What follows belongs to an exercise in optimizing a design on an open flow for small area; a production flow would make more cautious choices.
Function not checked in this run: the RTL went through the layout flow alone.
Power figures rest on the tool's default switching activity, not on a simulated workload.

==> flow/run.sh <==
#!/bin/bash
# synth_recipe.tcl (not shown) runs the flow's synth.tcl, then flattens the netlist and writes it again
# the make line also repeats each setting of config.mk as NAME=value (left out here)
make -C /OpenROAD-flow-scripts/flow DESIGN_CONFIG=/design/flow/config.mk WORK_HOME=/design/flow/orfs CLKGATE_MAP_FILE= SYNTH_SCRIPT=/design/flow/synth_recipe.tcl finish
==> flow/config.mk <==
export PLATFORM = sky130hd
export DESIGN_NAME = pcie_cq_desc_parser
export DESIGN_NICKNAME = pcie_cq_desc_parser
export VERILOG_FILES = /design/flow/design.v
export SDC_FILE = /design/flow/constraint.sdc
export NUM_CORES = 4
export LEC_CHECK = 0
export CAP_MARGIN = 20
export CORE_AREA = 5 5 655 655
export DIE_AREA = 0 0 660 660
export SLEW_MARGIN = 20
==> flow/constraint.sdc <==
create_clock -name core_clock -period 4.0 [get_ports {clk}]
set_input_delay 0.8000 -clock core_clock [delete_from_list [all_inputs] [get_ports {clk}]]
set_output_delay 0.8000 -clock core_clock [all_outputs]
set_load 0.01 [all_outputs]
==> flow/design.v <==
module pcie_cq_desc_parser #(
   parameter int AXIS_DATA_WIDTH  = 512,
   parameter int AXIS_TUSER_WIDTH = 229
) (
   input  logic                        clk,
   input  logic                        rst,
   input  logic [AXIS_DATA_WIDTH-1:0]   s_axis_tdata,
   input  logic [AXIS_DATA_WIDTH/8-1:0] s_axis_tkeep,
   input  logic                        s_axis_tvalid,
   output logic                        s_axis_tready,
   input  logic                        s_axis_tlast,
   input  logic [AXIS_TUSER_WIDTH-1:0] s_axis_tuser,
   output logic [AXIS_DATA_WIDTH-1:0]   m_axis_tdata,
   output logic [AXIS_DATA_WIDTH/8-1:0] m_axis_tkeep,
   output logic                        m_axis_tvalid,
   input  logic                        m_axis_tready,
   output logic                        m_axis_tlast,
   output logic [AXIS_TUSER_WIDTH-1:0] m_axis_tuser,
   output logic                        desc_valid,
   input  logic                        desc_ready,
   output logic [63:0]                 desc_addr,
   output logic [1:0]                  desc_at,
   output logic [10:0]                 desc_dwc,
   output logic [3:0]                  desc_type,
   output logic [15:0]                 desc_req_id,
   output logic [7:0]                  desc_tag,
   output logic [7:0]                  desc_func,
   output logic [2:0]                  desc_bar_id,
   output logic [5:0]                  desc_bar_aperture,
   output logic [15:0]                 pkt_cnt,
   output logic [7:0]                  len_err_cnt,
   output logic                        len_err
);
   localparam int KW = AXIS_DATA_WIDTH / 8;
   localparam int BW = AXIS_DATA_WIDTH + KW + 1 + AXIS_TUSER_WIDTH;
   typedef enum logic {IDLE, IN_PKT} state_t;
   typedef struct packed {
      logic [5:0]  bar_ap;
      logic [2:0]  bar_id;
      logic [7:0]  func;
      logic [7:0]  tag;
      logic [15:0] req_id;
      logic [3:0]  typ;
      logic [10:0] dwc;
      logic [1:0]  at;
      logic [61:0] addr;
   } desc_t;
   logic [BW-1:0] main_q, main_d, skid_q, skid_d, in_beat;
   logic          main_vld_q, main_vld_d, skid_vld_q, skid_vld_d;
   logic          tready_q, tready_d;
   state_t        state_q, state_d;
   desc_t         desc_q, desc_d;
   logic          desc_valid_q, desc_valid_d;
   logic [15:0]   pkt_cnt_q, pkt_cnt_d;
   logic          is_sop, sop_stall, acc, cap;
   assign in_beat   = {s_axis_tdata, s_axis_tkeep, s_axis_tlast, s_axis_tuser};
   assign is_sop    = |s_axis_tuser[81:80];
   assign sop_stall = s_axis_tvalid && is_sop && (state_q == IDLE) && desc_valid_q && !desc_ready;
   assign acc       = s_axis_tvalid && tready_q && !sop_stall;
   assign cap       = acc && is_sop && (state_q == IDLE);
   always_comb begin
      main_d     = main_q;
      main_vld_d = main_vld_q;
      skid_d     = skid_q;
      skid_vld_d = skid_vld_q;
      if (!main_vld_q || m_axis_tready) begin
         if (skid_vld_q) begin
            main_d     = skid_q;
            main_vld_d = 1'b1;
            skid_vld_d = 1'b0;
         end else begin
            main_vld_d = acc;
            if (acc) main_d = in_beat;
         end
      end else if (acc) begin
         skid_d     = in_beat;
         skid_vld_d = 1'b1;
      end
      tready_d = !skid_vld_d;
   end
   always_comb begin
      state_d = state_q;
      if (acc) begin
         case (state_q)
            IDLE:    if (is_sop && !s_axis_tlast) state_d = IN_PKT;
            IN_PKT:  if (s_axis_tlast) state_d = IDLE;
            default: state_d = IDLE;
         endcase
      end
   end
   always_comb begin
      desc_d       = desc_q;
      desc_valid_d = desc_valid_q;
      pkt_cnt_d    = pkt_cnt_q;
      if (desc_valid_q && desc_ready) desc_valid_d = 1'b0;
      if (cap) begin
         desc_d.addr   = s_axis_tdata[63:2];
         desc_d.at     = s_axis_tdata[1:0];
         desc_d.dwc    = s_axis_tdata[74:64];
         desc_d.typ    = s_axis_tdata[78:75];
         desc_d.req_id = s_axis_tdata[95:80];
         desc_d.tag    = s_axis_tdata[103:96];
         desc_d.func   = s_axis_tdata[111:104];
         desc_d.bar_id = s_axis_tdata[114:112];
         desc_d.bar_ap = s_axis_tdata[120:115];
         desc_valid_d  = 1'b1;
         pkt_cnt_d     = pkt_cnt_q + 16'd1;
      end
   end
   always_ff @(posedge clk or posedge rst) begin
      if (rst) begin
         main_q       <= '0;
         main_vld_q   <= 1'b0;
         skid_q       <= '0;
         skid_vld_q   <= 1'b0;
         tready_q     <= 1'b0;
         state_q      <= IDLE;
         desc_q       <= '0;
         desc_valid_q <= 1'b0;
         pkt_cnt_q    <= '0;
      end else begin
         main_q       <= main_d;
         main_vld_q   <= main_vld_d;
         skid_q       <= skid_d;
         skid_vld_q   <= skid_vld_d;
         tready_q     <= tready_d;
         state_q      <= state_d;
         desc_q       <= desc_d;
         desc_valid_q <= desc_valid_d;
         pkt_cnt_q    <= pkt_cnt_d;
      end
   end
   logic [6:0]  exp_q, exp_d, cnt_q, cnt_d, exp_now, cnt_inc;
   logic [11:0] dw_full, dw_sum;
   logic [7:0]  lec_q, lec_d;
   logic        len_err_q, len_err_d, payload;
   assign dw_full = (s_axis_tdata[74:64] == 11'd0) ? 12'd1024 : {1'b0, s_axis_tdata[74:64]};
   assign dw_sum  = dw_full + 12'd3;
   assign payload = (s_axis_tdata[78:75] == 4'b0001) || (s_axis_tdata[78:75] == 4'b0011) ||
                    (s_axis_tdata[78:75] == 4'b0100) || (s_axis_tdata[78:75] == 4'b0101) ||
                    (s_axis_tdata[78:75] == 4'b0110);
   assign exp_now = (payload && dw_full > 12'd12) ? 7'd1 + dw_sum[10:4] : 7'd1;
   assign cnt_inc = cnt_q + 7'd1;
   always_comb begin
      exp_d     = exp_q;
      cnt_d     = cnt_q;
      len_err_d = 1'b0;
      if (cap) begin
         cnt_d     = 7'd1;
         exp_d     = exp_now;
         len_err_d = s_axis_tlast && (exp_now != 7'd1);
      end else if (acc && state_q == IN_PKT) begin
         cnt_d     = cnt_inc;
         len_err_d = s_axis_tlast && (cnt_inc != exp_q);
      end
      lec_d = (len_err_d && lec_q != 8'hFF) ? lec_q + 8'd1 : lec_q;
   end
   always_ff @(posedge clk or posedge rst) begin
      if (rst) begin
         exp_q     <= '0;
         cnt_q     <= '0;
         lec_q     <= '0;
         len_err_q <= 1'b0;
      end else begin
         exp_q     <= exp_d;
         cnt_q     <= cnt_d;
         lec_q     <= lec_d;
         len_err_q <= len_err_d;
      end
   end
   assign len_err     = len_err_q;
   assign len_err_cnt = lec_q;
   assign s_axis_tready = tready_q && !sop_stall;
   assign {m_axis_tdata, m_axis_tkeep, m_axis_tlast, m_axis_tuser} = main_q;
   assign m_axis_tvalid = main_vld_q;
   assign desc_valid        = desc_valid_q;
   assign desc_addr         = {desc_q.addr, 2'b00};
   assign desc_at           = desc_q.at;
   assign desc_dwc          = desc_q.dwc;
   assign desc_type         = desc_q.typ;
   assign desc_req_id       = desc_q.req_id;
   assign desc_tag          = desc_q.tag;
   assign desc_func         = desc_q.func;
   assign desc_bar_id       = desc_q.bar_id;
   assign desc_bar_aperture = desc_q.bar_ap;
   assign pkt_cnt           = pkt_cnt_q;
endmodule
==> flow_metrics.tcl <==
set metrics [dict create \
    critPathKind "in -> out" \
    via_count 53900 \
    swShare_pct 32.7 \
    r2r_start "skid_vld_q" \
    hpwl_mm 297 \
    leakagePower_nw 43.5 \
    min_path_cells 2 \
    hold_viol_final 0 \
    final_util_pct 25.2 \
    wl_per_cell_um 26.8 \
    p_sw_mw 22.9 \
    drt_iter0_markers 3600 \
    slowest_stage "nor2_1" \
    wl_mm 364 \
    ys_warn_count 1 \
    rows 238 \
    floorplan.core_area_sq_um 420000 \
    fin_nets 8552 \
    numCtsBuffers 212 \
    rsz0062_at_grt "no" \
    synth.top_cell.area_share_pct 60.9 \
    cts_root_buf "clkbuf_16" \
    syn-cell-area_sq_um 72900 \
    max_clock_freq_ghz 0.297 \
    pwr-share-comb_pct 31.6 \
    async_flop_share_pct 100 \
    r2r_slack_ns 1.17 \
    ctsHoldBuffers 0 \
    synth_ff_type "dfrtp_1" \
    clkLatencyLatePin_ns 0.90 \
    grt.overflow.total 0 \
    cp_data_arrival_time_ns 2.57 \
    crit_path_end_kind "output pin" \
    grt.total_usage_pct 16.0 \
    grt_pass1_wl_mm 485 \
    ios 1767 \
    finalCriticalPeriod_ns 3.37 \
    met1_length_mm 141 \
    place_congestion 0.932 \
    path_depth 5 \
    period_share_pct 84.2 \
    cts_tree "done" \
    yosysTopAreaCell "dfrtp_1" \
    internal_power_mw 47.3 \
    p_per_area_nw_per_um2 663 \
    startpoint "s_axis_tuser[80]" \
    setup_violations 0 \
    start_kind "primary input" \
    critical_path.max_stage_delay_ns 0.55 \
    clkPwrFrac_pct 29.0 \
    syn2layout_area_growth_pct 45.2 \
    start_util_pct 17.3 \
    path_clk_slew_ns 0.05 \
    rr_endpoint "main_q[484]" \
    dr_wl_met2_mm 174 \
    grt_pass1_vias 53500 \
    worstSetupEndpoint "s_axis_tready" \
    synth_area_leaders "dfrtp_1 (61%), mux2_2 (12%), mux2i_1 (11%)" \
    crit_path_cell_trace "clkdlybuf4s50_1 > nor2_1 > nor3_1 > a21boi_0 > buf_4" \
    maxSlewViolCount 0 \
    avgViaCountPerCell 3.96 \
    firstDrtPassIters 6 \
    worst_slew_pin_slew_ns 1.01 \
    worstPathMaxFanout 4 \
    place_area_sq_um 98500 \
    die_x_um 660 \
    maxCapViolCount 0 \
    hold_path_class "reg -> reg" \
    yosys_register_bits 1776 \
    highest_layer "met5" \
    cts_resized 0 \
    cp_num_buf_inv 2 \
    clockBufferDepth 4 \
    required_ns 3.20 \
    ant_nets 0 \
    stdcell_area_sq_um 106000 \
    outcome "timing/DRC/antenna clean" \
    ctsHtreeMaxLevel 4 \
    die_h_um 660 \
    synth_edf_count 0 \
    synth-seq-area-share_pct 60.9 \
    layout-drive-gt1-share_pct 17.3 \
    peakVddDrop_mv 0.518 \
    syn_inst 5948 \
    cts.sinks 1776 \
    die-area_sq_um 436000 \
    fin_skew_ns 0.0597 \
    max_slew_margin_pct 32.5 \
    portBuffers 1764 \
    cts_setup_buffers 0 \
    r2r_cells 4 \
    tns_ns 0 \
    dr_wl_met3_mm 32.8 \
    post-route-drc-count 0 \
    p_seq_share_pct 39.4 \
    grt_max_degree 149 \
    syn_area_per_cell_sq_um 12.3 \
    antenna_found_initial 280 \
    cp_top_family "buffers and inverters" \
    netlist-cell-type-count 49 \
]
==> layout by cell type (no fill, tap or decap), types with 55 or more instances in the layout <==
master and n:
clkbuf_8 55, mux2_2 805, o21ai_1 193, buf_4 134, o21ai_0 630, clkbuf_16 212
buf_12 71, nand2_1 1193, dfrtp_1 1775, clkdlybuf4s50_1 1763, mux2i_1 807, diode_2 69
==> stage by stage <==
step	setup slack [ns]	instances	power (mW)	hold WS (ns)
after global placement	-0.168	13200	50.0	0.458
after floorplan	-21.43	5949	36.7	0.450
after global routing	0.533	13600	73.8	0.447
after detailed placement	-0.153	13200	50.5	0.461
after CTS	0.599	13500	71.3	0.397
final	0.631	13600	70.2	0.473
==> worst min-delay path by stage <==
stage	from	end	slack [ns]
final	desc_q[32]	desc_q[32]	0.47
after global routing	s_axis_tdata[51]	desc_q[49]	0.45
after CTS	s_axis_tdata[51]	desc_q[49]	0.40
after detailed placement	desc_q[79]	desc_q[79]	0.46
after global placement	desc_q[16]	desc_q[16]	0.46
after floorplan	skid_q[365]	skid_q[365]	0.45
==> synth_stat cells, drive strengths merged (2+ instances only) <==
cell type  number
a21oi           4
a22o            2
a31oi           7
and3            8
buf           129
clkbuf        266
dfrtp        1776
ha              4
inv             5
mux2          808
mux2i         807
nand2        1194
nand2b          3
nand3          16
nand4           7
nor2           18
nor2b           3
nor3            2
nor4            4
o211a           2
o211ai          2
o21ai         824
o31ai           3
or3             2
xnor2          29
xor2            9
==> registers in the layout, summed over array words and instances, names as in the netlist <==
name and cells:
cnt_q 7, desc_q 120, desc_valid_q 1, exp_q 7, lec_q 8, len_err_q 1
main_q 806, main_vld_q 1, pkt_cnt_q 16, skid_q 806, skid_vld_q 1, state_q 1
tready_q 1
==> power by group through the flow <==
stage / clock network [mW] / registers, mW / logic (mW)
2_1_floorplan: 0 / 29.0 / 7.77
3_3_place_gp: 0 / 27.6 / 22.4
3_5_place_dp: 0 / 27.9 / 22.6
4_1_cts: 21.0 / 27.6 / 22.7
5_1_grt: 21.6 / 28.4 / 23.8
6_report: 20.4 / 27.7 / 22.2
==> cells by family after synthesis <==
logic type / after synthesis / synth area share (%)
AOI/OAI and AO/OA: 854 / 6.04
xor gates and xnor gates: 38 / 0.456
DFF: 1776 / 60.9
and+or+nand+nor: 1260 / 6.67
adders and majority gates: 4 / 0.0686
buffers and inverters: 400 / 2.28
other: 1 / 0.00514
muxes: 1615 / 23.6
==> area by class of cell <==
class | instances | area, sq um
Multi-Input combinational cell | 3773 | 26900
Clock buffer | 305 | 6200
Tap cell | 5640 | 7060
Inverter | 5 | 22.5
Antenna cell | 69 | 173
Fill cell | 44300 | 315000
Clock inverter | 77 | 1080
Sequential cell | 1776 | 44400
Timing Repair Buffer | 1969 | 20100
==> routing by layer <==
metal | vias up | GRT usage (%)
li1 | 24100 | -
met1 | 26900 | 18.6
met2 | 1892 | 27.3
met3 | 806 | 5.94
met4 | 128 | 5.14
met5 | - | 0
==> worst reg2reg max path: cells and delay by family (launching register included) <==
family | cells | cell delay, ns
compound gates | 1 | 0.11
buf+inv | 2 | 0.75
flops | 1 | 1.07
mux | 1 | 0.73

## re-timing with driven ports
Ports are ideal in the flow. The routed layout listed here was re-timed in OpenROAD. Step 1, drivers: a clkbuf_16 drives clk and a buf_2 each remaining input, both assumed. Step 2, shift: input delay + t, output delay - t, t = (earliest + latest rising clock arrival at the registers) / 2. This alone moves slack from input paths to output paths. Three values: ideal ports, drivers, drivers and shift; two values: the first two.
t (ns): 0.968
setup slack, ns: 0.631 / 0.583 / -0.229
worst register clock-pin slew, ns: 0.07 / 0.07
Met with ideal ports but missed after step 2: setup timing in this run. The setup slack of this run moves by -0.048 ns with the drivers and by -0.860 ns with both steps.
